This design comes from an exercise in tuning for small area and a short achievable clock period on the open sky130 flow, not from production work.
Only simulation tests tie the RTL to the original design; equivalence was not proved.
Power figures rest on the tool's default switching activity, not on a simulated workload.

==> design.v <==
package cpuPkg;
    localparam int XLEN       = 32;
    localparam int REG_ADDR_W = 5;
    localparam int IMEM_DEPTH  = 64;
    localparam int IMEM_ADDR_W = $clog2(IMEM_DEPTH);
    localparam int DMEM_DEPTH  = 64;
    localparam int DMEM_ADDR_W = $clog2(DMEM_DEPTH);
    localparam logic [6:0] OP_RTYPE  = 7'b0110011;
    localparam logic [6:0] OP_ITYPE  = 7'b0010011;
    localparam logic [6:0] OP_LOAD   = 7'b0000011;
    localparam logic [6:0] OP_STORE  = 7'b0100011;
    localparam logic [6:0] OP_BRANCH = 7'b1100011;
    localparam logic [2:0] F3_ADD = 3'b000;  
    localparam logic [2:0] F3_SLL = 3'b001;
    localparam logic [2:0] F3_SLT = 3'b010;
    localparam logic [2:0] F3_XOR = 3'b100;
    localparam logic [2:0] F3_SRL = 3'b101;
    localparam logic [2:0] F3_OR  = 3'b110;
    localparam logic [2:0] F3_AND = 3'b111;
    localparam logic [2:0] F3_BEQ = 3'b000;
    localparam logic [2:0] F3_BNE = 3'b001;
    typedef enum logic [3:0] {
        ALU_ADD = 4'd0,
        ALU_SUB = 4'd1,
        ALU_AND = 4'd2,
        ALU_OR  = 4'd3,
        ALU_XOR = 4'd4,
        ALU_SLT = 4'd5,  
        ALU_SLL = 4'd6,
        ALU_SRL = 4'd7
    } aluOpT;
endpackage
module alu (
    input  logic [cpuPkg::XLEN-1:0] a,
    input  logic [cpuPkg::XLEN-1:0] b,
    input  cpuPkg::aluOpT          op,
    output logic [cpuPkg::XLEN-1:0] result,
    output logic                   zero
);
    logic [4:0] shamt;
    logic       lessThan;
    assign shamt    = b[4:0];  
    assign lessThan = $signed(a) < $signed(b);
    always_comb begin
        case (op)
            cpuPkg::ALU_ADD: result = a + b;
            cpuPkg::ALU_SUB: result = a - b;
            cpuPkg::ALU_AND: result = a & b;
            cpuPkg::ALU_OR:  result = a | b;
            cpuPkg::ALU_XOR: result = a ^ b;
            cpuPkg::ALU_SLT: result = {{(cpuPkg::XLEN-1){1'b0}}, lessThan};
            cpuPkg::ALU_SLL: result = a << shamt;
            cpuPkg::ALU_SRL: result = a >> shamt;  
            default:         result = '0;
        endcase
    end
    assign zero = (result == '0);
endmodule
module decoder (
    input  logic [cpuPkg::XLEN-1:0]        inst,
    output logic [cpuPkg::REG_ADDR_W-1:0]  rs1,
    output logic [cpuPkg::REG_ADDR_W-1:0]  rs2,
    output logic [cpuPkg::REG_ADDR_W-1:0]  rd,
    output logic [cpuPkg::XLEN-1:0]        imm,
    output cpuPkg::aluOpT                 aluOp,
    output logic                          aluSrc,
    output logic                          regWrite,
    output logic                          memWrite,
    output logic                          memToReg,
    output logic                          branch,
    output logic                          branchNe
);
    logic [6:0] opcode;
    logic [2:0] funct3;
    logic [cpuPkg::XLEN-1:0] immI;
    logic [cpuPkg::XLEN-1:0] immS;
    logic [cpuPkg::XLEN-1:0] immB;
    assign opcode = inst[6:0];
    assign funct3 = inst[14:12];
    assign rd     = inst[11:7];
    assign rs1    = inst[19:15];
    assign rs2    = inst[24:20];
    assign immI = {{20{inst[31]}}, inst[31:20]};
    assign immS = {{20{inst[31]}}, inst[31:25], inst[11:7]};
    assign immB = {{19{inst[31]}}, inst[31], inst[7], inst[30:25], inst[11:8], 1'b0};
    always_comb begin
        aluOp    = cpuPkg::ALU_ADD;  
        aluSrc   = 1'b0;
        regWrite = 1'b0;
        memWrite = 1'b0;
        memToReg = 1'b0;
        branch   = 1'b0;
        branchNe = 1'b0;
        imm      = immI;
        case (opcode)
            cpuPkg::OP_RTYPE, cpuPkg::OP_ITYPE: begin
                regWrite = 1'b1;
                aluSrc   = (opcode == cpuPkg::OP_ITYPE);
                case (funct3)
                    cpuPkg::F3_ADD: aluOp = (opcode == cpuPkg::OP_RTYPE && inst[30]) ?
                                            cpuPkg::ALU_SUB : cpuPkg::ALU_ADD;
                    cpuPkg::F3_SLL: aluOp = cpuPkg::ALU_SLL;
                    cpuPkg::F3_SLT: aluOp = cpuPkg::ALU_SLT;
                    cpuPkg::F3_XOR: aluOp = cpuPkg::ALU_XOR;
                    cpuPkg::F3_SRL: aluOp = cpuPkg::ALU_SRL;
                    cpuPkg::F3_OR:  aluOp = cpuPkg::ALU_OR;
                    cpuPkg::F3_AND: aluOp = cpuPkg::ALU_AND;
                    default:        aluOp = cpuPkg::ALU_ADD;
                endcase
            end
            cpuPkg::OP_LOAD: begin
                aluSrc   = 1'b1;
                regWrite = 1'b1;
                memToReg = 1'b1;
            end
            cpuPkg::OP_STORE: begin
                aluSrc   = 1'b1;
                memWrite = 1'b1;
                imm      = immS;
            end
            cpuPkg::OP_BRANCH: begin
                aluOp    = cpuPkg::ALU_SUB;  
                imm      = immB;
                branch   = (funct3 == cpuPkg::F3_BEQ) || (funct3 == cpuPkg::F3_BNE);
                branchNe = (funct3 == cpuPkg::F3_BNE);
            end
            default: ;  
        endcase
    end
endmodule
module regFile (
    input  logic                          CLK,
    input  logic                          rst,
    input  logic [cpuPkg::REG_ADDR_W-1:0]  rs1,
    input  logic [cpuPkg::REG_ADDR_W-1:0]  rs2,
    input  logic [cpuPkg::REG_ADDR_W-1:0]  rd,
    input  logic [cpuPkg::XLEN-1:0]        wd,
    input  logic                          we,
    output logic [cpuPkg::XLEN-1:0]        rd1,
    output logic [cpuPkg::XLEN-1:0]        rd2
);
    localparam int NUM_REGS = 2 ** cpuPkg::REG_ADDR_W;
    logic [cpuPkg::XLEN-1:0] regs [NUM_REGS];
    always_ff @(posedge CLK) begin
        if (rst) begin
            for (int i = 0; i < NUM_REGS; i++) begin
                regs[i] <= '0;
            end
        end else if (we && rd != '0) begin
            regs[rd] <= wd;  
        end
    end
    assign rd1 = (rs1 == '0) ? '0 : regs[rs1];
    assign rd2 = (rs2 == '0) ? '0 : regs[rs2];
endmodule
module dataMem (
    input  logic                          CLK,
    input  logic                          we,
    input  logic [cpuPkg::DMEM_ADDR_W-1:0] addr,
    input  logic [cpuPkg::XLEN-1:0]        wdata,
    output logic [cpuPkg::XLEN-1:0]        rdata
);
    logic [cpuPkg::XLEN-1:0] mem [cpuPkg::DMEM_DEPTH];
    always_ff @(posedge CLK) begin
        if (we) begin
            mem[addr] <= wdata;
        end
    end
    assign rdata = mem[addr];
endmodule
module instMem (
    input  logic                          CLK,
    input  logic                          we,
    input  logic [cpuPkg::IMEM_ADDR_W-1:0] waddr,
    input  logic [cpuPkg::XLEN-1:0]        wdata,
    input  logic [cpuPkg::IMEM_ADDR_W-1:0] raddr,
    output logic [cpuPkg::XLEN-1:0]        rdata
);
    logic [cpuPkg::XLEN-1:0] mem [cpuPkg::IMEM_DEPTH];
    always_ff @(posedge CLK) begin
        if (we) begin
            mem[waddr] <= wdata;
        end
    end
    assign rdata = mem[raddr];  
endmodule
module singleCpu (
    input  logic                          CLK,
    input  logic                          rst,
    input  logic                          imemWe,
    input  logic [cpuPkg::IMEM_ADDR_W-1:0] imemAddr,
    input  logic [cpuPkg::XLEN-1:0]        imemWdata,
    output logic [cpuPkg::XLEN-1:0]        pc,
    output logic [cpuPkg::XLEN-1:0]        inst,
    output logic                          wbEn,
    output logic [cpuPkg::REG_ADDR_W-1:0]  wbReg,
    output logic [cpuPkg::XLEN-1:0]        wbData
);
    logic [cpuPkg::XLEN-1:0]       pcPlus4;
    logic [cpuPkg::XLEN-1:0]       pcBranch;
    logic [cpuPkg::XLEN-1:0]       pcNext;
    logic [cpuPkg::REG_ADDR_W-1:0] rs1;
    logic [cpuPkg::REG_ADDR_W-1:0] rs2;
    logic [cpuPkg::REG_ADDR_W-1:0] rd;
    logic [cpuPkg::XLEN-1:0]       imm;
    cpuPkg::aluOpT                 aluOp;
    logic                          aluSrc;
    logic                          regWrite;
    logic                          memWrite;
    logic                          memToReg;
    logic                          branch;
    logic                          branchNe;
    logic [cpuPkg::XLEN-1:0]       rd1;
    logic [cpuPkg::XLEN-1:0]       rd2;
    logic [cpuPkg::XLEN-1:0]       aluB;
    logic [cpuPkg::XLEN-1:0]       result;
    logic                          zero;
    logic [cpuPkg::XLEN-1:0]       rdata;
    logic                          takeBranch;
    logic                          dmemWe;
    always_ff @(posedge CLK) begin
        if (rst) begin
            pc <= '0;
        end else begin
            pc <= pcNext;
        end
    end
    assign pcPlus4  = pc + 32'd4;
    assign pcBranch = pc + imm;  
    assign takeBranch = branch & (zero != branchNe);
    assign pcNext     = takeBranch ? pcBranch : pcPlus4;
    instMem instMem_inst (
        .CLK   (CLK),
        .we    (imemWe),
        .waddr (imemAddr),
        .wdata (imemWdata),
        .raddr (pc[cpuPkg::IMEM_ADDR_W+1:2]),
        .rdata (inst)
    );
    decoder decoder_inst (
        .inst     (inst),
        .rs1      (rs1),
        .rs2      (rs2),
        .rd       (rd),
        .imm      (imm),
        .aluOp    (aluOp),
        .aluSrc   (aluSrc),
        .regWrite (regWrite),
        .memWrite (memWrite),
        .memToReg (memToReg),
        .branch   (branch),
        .branchNe (branchNe)
    );
    assign wbEn   = regWrite & ~rst & (rd != '0);
    assign wbReg  = rd;
    assign wbData = memToReg ? rdata : result;
    regFile regFile_inst (
        .CLK (CLK),
        .rst (rst),
        .rs1 (rs1),
        .rs2 (rs2),
        .rd  (rd),
        .wd  (wbData),
        .we  (wbEn),
        .rd1 (rd1),
        .rd2 (rd2)
    );
    assign aluB = aluSrc ? imm : rd2;
    alu alu_inst (
        .a      (rd1),
        .b      (aluB),
        .op     (aluOp),
        .result (result),
        .zero   (zero)
    );
    assign dmemWe = memWrite & ~rst;
    dataMem dataMem_inst (
        .CLK   (CLK),
        .we    (dmemWe),
        .addr  (result[cpuPkg::DMEM_ADDR_W+1:2]),
        .wdata (rd2),
        .rdata (rdata)
    );
endmodule
==> config.mk <==
export PLATFORM = sky130hd
export DESIGN_NAME = singleCpu
export DESIGN_NICKNAME = singleCpu
export VERILOG_FILES = /design/flow/design.v
export SDC_FILE = /design/flow/constraint.sdc
export NUM_CORES = 4
export LEC_CHECK = 0
export CAP_MARGIN = 20
export CELL_PAD_IN_SITES_DETAIL_PLACEMENT = 1
export CELL_PAD_IN_SITES_GLOBAL_PLACEMENT = 2
export CORE_MARGIN = 2
export CORE_UTILIZATION = 25
export PLACE_DENSITY = 0.4
export SLEW_MARGIN = 20
==> constraint.sdc <==
create_clock -name core_clock -period 18.0 [get_ports {CLK}]
set_input_delay 3.6000 -clock core_clock [delete_from_list [all_inputs] [get_ports {CLK}]]
set_output_delay 3.6000 -clock core_clock [all_outputs]
set_load 0.01 [all_outputs]
==> run.sh <==
#!/bin/bash
# synth_recipe.tcl (not shown) runs the flow's synth.tcl, then flattens the netlist and writes it again
# the make line also repeats each setting of config.mk as NAME=value (left out here)
make -C /OpenROAD-flow-scripts/flow DESIGN_CONFIG=/design/flow/config.mk WORK_HOME=/design/flow/orfs CLKGATE_MAP_FILE= SYNTH_SCRIPT=/design/flow/synth_recipe.tcl finish
==> run notes <==
-- cell usage after synthesis, types with 35 or more instances --
cell	instances	share of area, %
buf_2	378	0.84
mux2i_1	613	2.7
mux4_2	579	5.8
mux2_1	35	0.17
nor3_1	449	1.0
o21ai_0	394	0.87
inv_1	159	0.26
a32oi_1	55	0.21
nor2b_1	40	0.11
nand4_1	43	0.12
a221o_1	49	0.22
edfxtp_1	5106	68
nand3b_1	58	0.19
a22oi_1	468	1.6
o211ai_1	123	0.41
mux2_2	169	0.84
a31oi_1	156	0.43
a21oi_1	332	0.74
and3_1	207	0.57
a22o_1	67	0.26
buf_4	146	0.49
a2111oi_0	36	0.14
nor2_1	1108	1.8
nand3_1	764	1.7
clkbuf_1	513	0.85
buf_6	78	0.39
nand2_1	1755	2.9
a311oi_1	100	0.39
o2111ai_1	35	0.14
ha_1	134	0.74
a221oi_1	178	0.69
buf_1	96	0.16
o22ai_1	79	0.22
a211oi_1	138	0.46
-- metal layers --
layer  wire length [um]  global-route usage, %  up-vias
met3              67500                   3.25     1289
met5                 89                      0        -
li1                   -                      -    62100
met2             572000                   42.6     5777
met4              44800                   7.93       14
met1             555000                   37.1    86400
-- worst max path at each step --
stage,startpoint,endpoint,cells after the start
CTS,pc[3],wbData[15],28
floorplan,pc[2],wbData[31],42
finish,pc[3],wbData[15],36
detailed placement,pc[2],wbData[15],37
global route,pc[3],wbData[15],35
global placement,pc[2],wbData[19],27
-- where the power goes --
group	switching [mW]	internal, mW	total [mW]
sequential	0.0667	13.8	13.8
combinational	17.4	5.34	22.7
clock	5.47	7.04	12.5
-- critical path: cells and delay by family (launching register included) --
family,cells,cell delay [ns]
simple gates,9,2.26
mux,1,0.26
flops,1,0.76
buf+inv,10,3.82
compound gates,14,4.77
fa+ha+maj,2,0.72
-- logic make-up (layout without fill, tap and decap cells) --
logic type | Yosys count | after routing | share of synthesized area (%)
xor gates and xnor gates | 65 | 65 | 0.252
muxes | 1398 | 1398 | 9.54
other | 1 | 64 | 0.00166
buffers and inverters | 1399 | 2414 | 3.07
and+or+nand+nor | 4651 | 4651 | 9.24
adders and majority gates | 137 | 137 | 0.770
DFF | 5138 | 5138 | 68.3
AOI/OAI and AO/OA | 2725 | 2725 | 8.86
-- state kept, by name, indices dropped and copies added, names as in the netlist --
register and count:
instMem_inst.mem 2048, regFile_inst.regs 1010, dataMem_inst.mem 2048, pc 32
-- cell usage in the layout (no fill, tap or decap), types with 43 or more instances in the layout --
cell type	n
clkinv_2	94
o22ai_1	76
buf_12	78
a211oi_1	129
edfxtp_1	5106
a21oi_1	326
a221oi_1	175
a22o_1	67
and3_1	205
nand2_1	1695
mux2i_1	612
a32oi_1	54
a22oi_1	466
nand3b_1	58
clkbuf_16	649
buf_4	888
nand4_1	43
clkdlybuf4s50_1	107
a311oi_1	92
nand3_1	752
nor3_1	429
mux2_2	169
o211ai_1	123
nor2_1	958
inv_1	137
clkinv_1	148
a31oi_1	130
mux4_2	579
nor2_4	153
o21ai_0	381
ha_1	134
clkbuf_1	154
a221o_1	49
diode_2	46
-- per-stage QoR --
stage | hold WS [ns] | cell area (um2) | std cells | total power [mW]
4_1_cts | 0.674 | 266000 | 28400 | 49.2
2_1_floorplan | 0.495 | 226000 | 15500 | 23.2
5_1_grt | 0.712 | 266000 | 28500 | 50.1
6_report | 0.667 | 266000 | 28500 | 49.1
3_5_place_dp | 0.663 | 246000 | 27300 | 36.6
3_3_place_gp | 0.668 | 246000 | 27300 | 36.5
-- area by class of cell --
cell class | instances | area, um2 | share of cell area (%)
diodes | 46 | 115 | 0.0432
flip-flops and latches | 5138 | 154000 | 57.8
inverters | 184 | 756 | 0.284
clock inverters | 330 | 2980 | 1.12
clock buffers | 806 | 16900 | 6.33
multi-input cells | 8994 | 67300 | 25.3
repair buffers | 1094 | 9530 | 3.58
well taps | 11900 | 14900 | 5.59
-- timing repair --
item                                    in CTS  in global routing
endpoints found under the setup margin      14                  4
pin swaps                                    1                  3
setup buffers                                6                  6
resized for setup                           10                  8
hold buffers                                 0                  0
==> run notes <==
* Synthesized area at 226000 um2
* Worst setup margin at 0.270 ns
* Post-route ant nets at 0
* Max-cap violations at 0
* Dpl ws at 0.694 ns
* Clock latency at the later pin of the worst-skew pair at 1.17 ns
* Synth Flop Type: edfxtp_1
* RD Place Congestion at 0.884
* CP max-delay cell: dfxtp_4
* Reg2reg setup slack at 3.90 ns
* Via count at 156000
* Area grow syn2layout at 18.1%
* Total CTS buffers at 642
* Netlist cell types at 127
* Rows at 348
* Initial Utilization at 25.1%
* Reg2reg end: pc[31]
* RR Startpoint: pc[2]
* Flop and latch count out of synthesis at 5138
* Total global-route track usage at 26.4%
* Max incr delay on CP at 0.76 ns
* WP data arrival at 14.13 ns
* Hold wc startpoint: pc[28]
* WP data required at 14.40 ns
* Die Area at 910000 um2
* Final setup violation count at 0
* First-pass GRT wire length at 1620000 um
* CTS Root Cell: clkbuf_16
* Total negative slack at 0 ns
* Post-DP HPWL at 781000 um
* Hold Crit Depth at 3
* Die height at 954 um
* Startpoint types: register
* Reg2Reg Depth at 32
* Hold endpoint: pc[28]
* Core area at 899000 um2
* H-tree depth at 6
* Fillers at 94100
* Worst Setup End Kind: output port
* Maximum fanout along the worst path at 77
* Fin. Hold Viols at 0
* Clock Skew at 0.0945 ns
* EDFF count, synth at 5106
* CTS sink cnt at 5138
* VDD IR max at 211 uV
* Final Slew Violations at 0
* Seq/Total Area, Yosys at 68.3%
* Mapped Cells at 15500
* Least-Margin Pin Slew at 1.31 ns
* DRT Pass-1 Iters at 6
* Min cycle time layout at 17.73 ns
* Lkg Pwr at 86.8 nW
* # nets final at 16200
* Post-Route WL at 1240000 um
* Vias in the first global route at 159000
* Ys async rst share at 0%
* Iteration-0 DRC Markers at 18400
* Largest net degree at the start of global routing at 111
* YS warnings at 6
* Die Span X at 954 um
* Final core occ at 29.6%
* Grt ovf at 0
* Clock slew at reported path FFs at 0.06 ns
* Type of the worst min-delay path: register to register
* Slew headroom at 11.6%
* Initial antenna violation count at 153
* Period utilization at 98.5%
* Pwr/cell area at 184 nW/um2
* Max Clk Rate at 56.4 MHz
* CTS tree: done
* CP Class: register to output port
* Status: timing/DRC/antenna clean
* DR WL/cell at 43.5 um
* Boundary pin count at 143
* Post-Syn Area per Cell at 14.5 um2
* Buffers on Ports at 142
* Share of post-route cells with drive strength above 1 at 18.9%
* DR vias/cell at 5.46
* Drt drc at 0
* Clock Path Buffers at 4

==> re-timing with driven ports <==
How much do the figures lean on ideal ports? The routed layout below was timed once more, with nothing changed but the port constraints. Step 1, drivers: a clkbuf_16 drives CLK and a buf_2 each remaining input, both assumed. Step 2 moves the port delays by t, midway between the first and last clock arrival at a register: inputs arrive t later, outputs are due t later. That takes back most of the time a late clock gives input paths. Slacks: ideal / step 1 / step 2; pairs: ideal / step 1.
t (ns): 1.267
slack for setup (ns): 0.270 / 0.127 / 1.393
hold slack, ns: 0.667 / 0.667 / 0.667
worst setup path after step 2: register to output
After both steps this run still meets setup and hold. For this run, drivers alone change the setup slack by -0.143 ns; drivers and shift together by +1.123 ns.
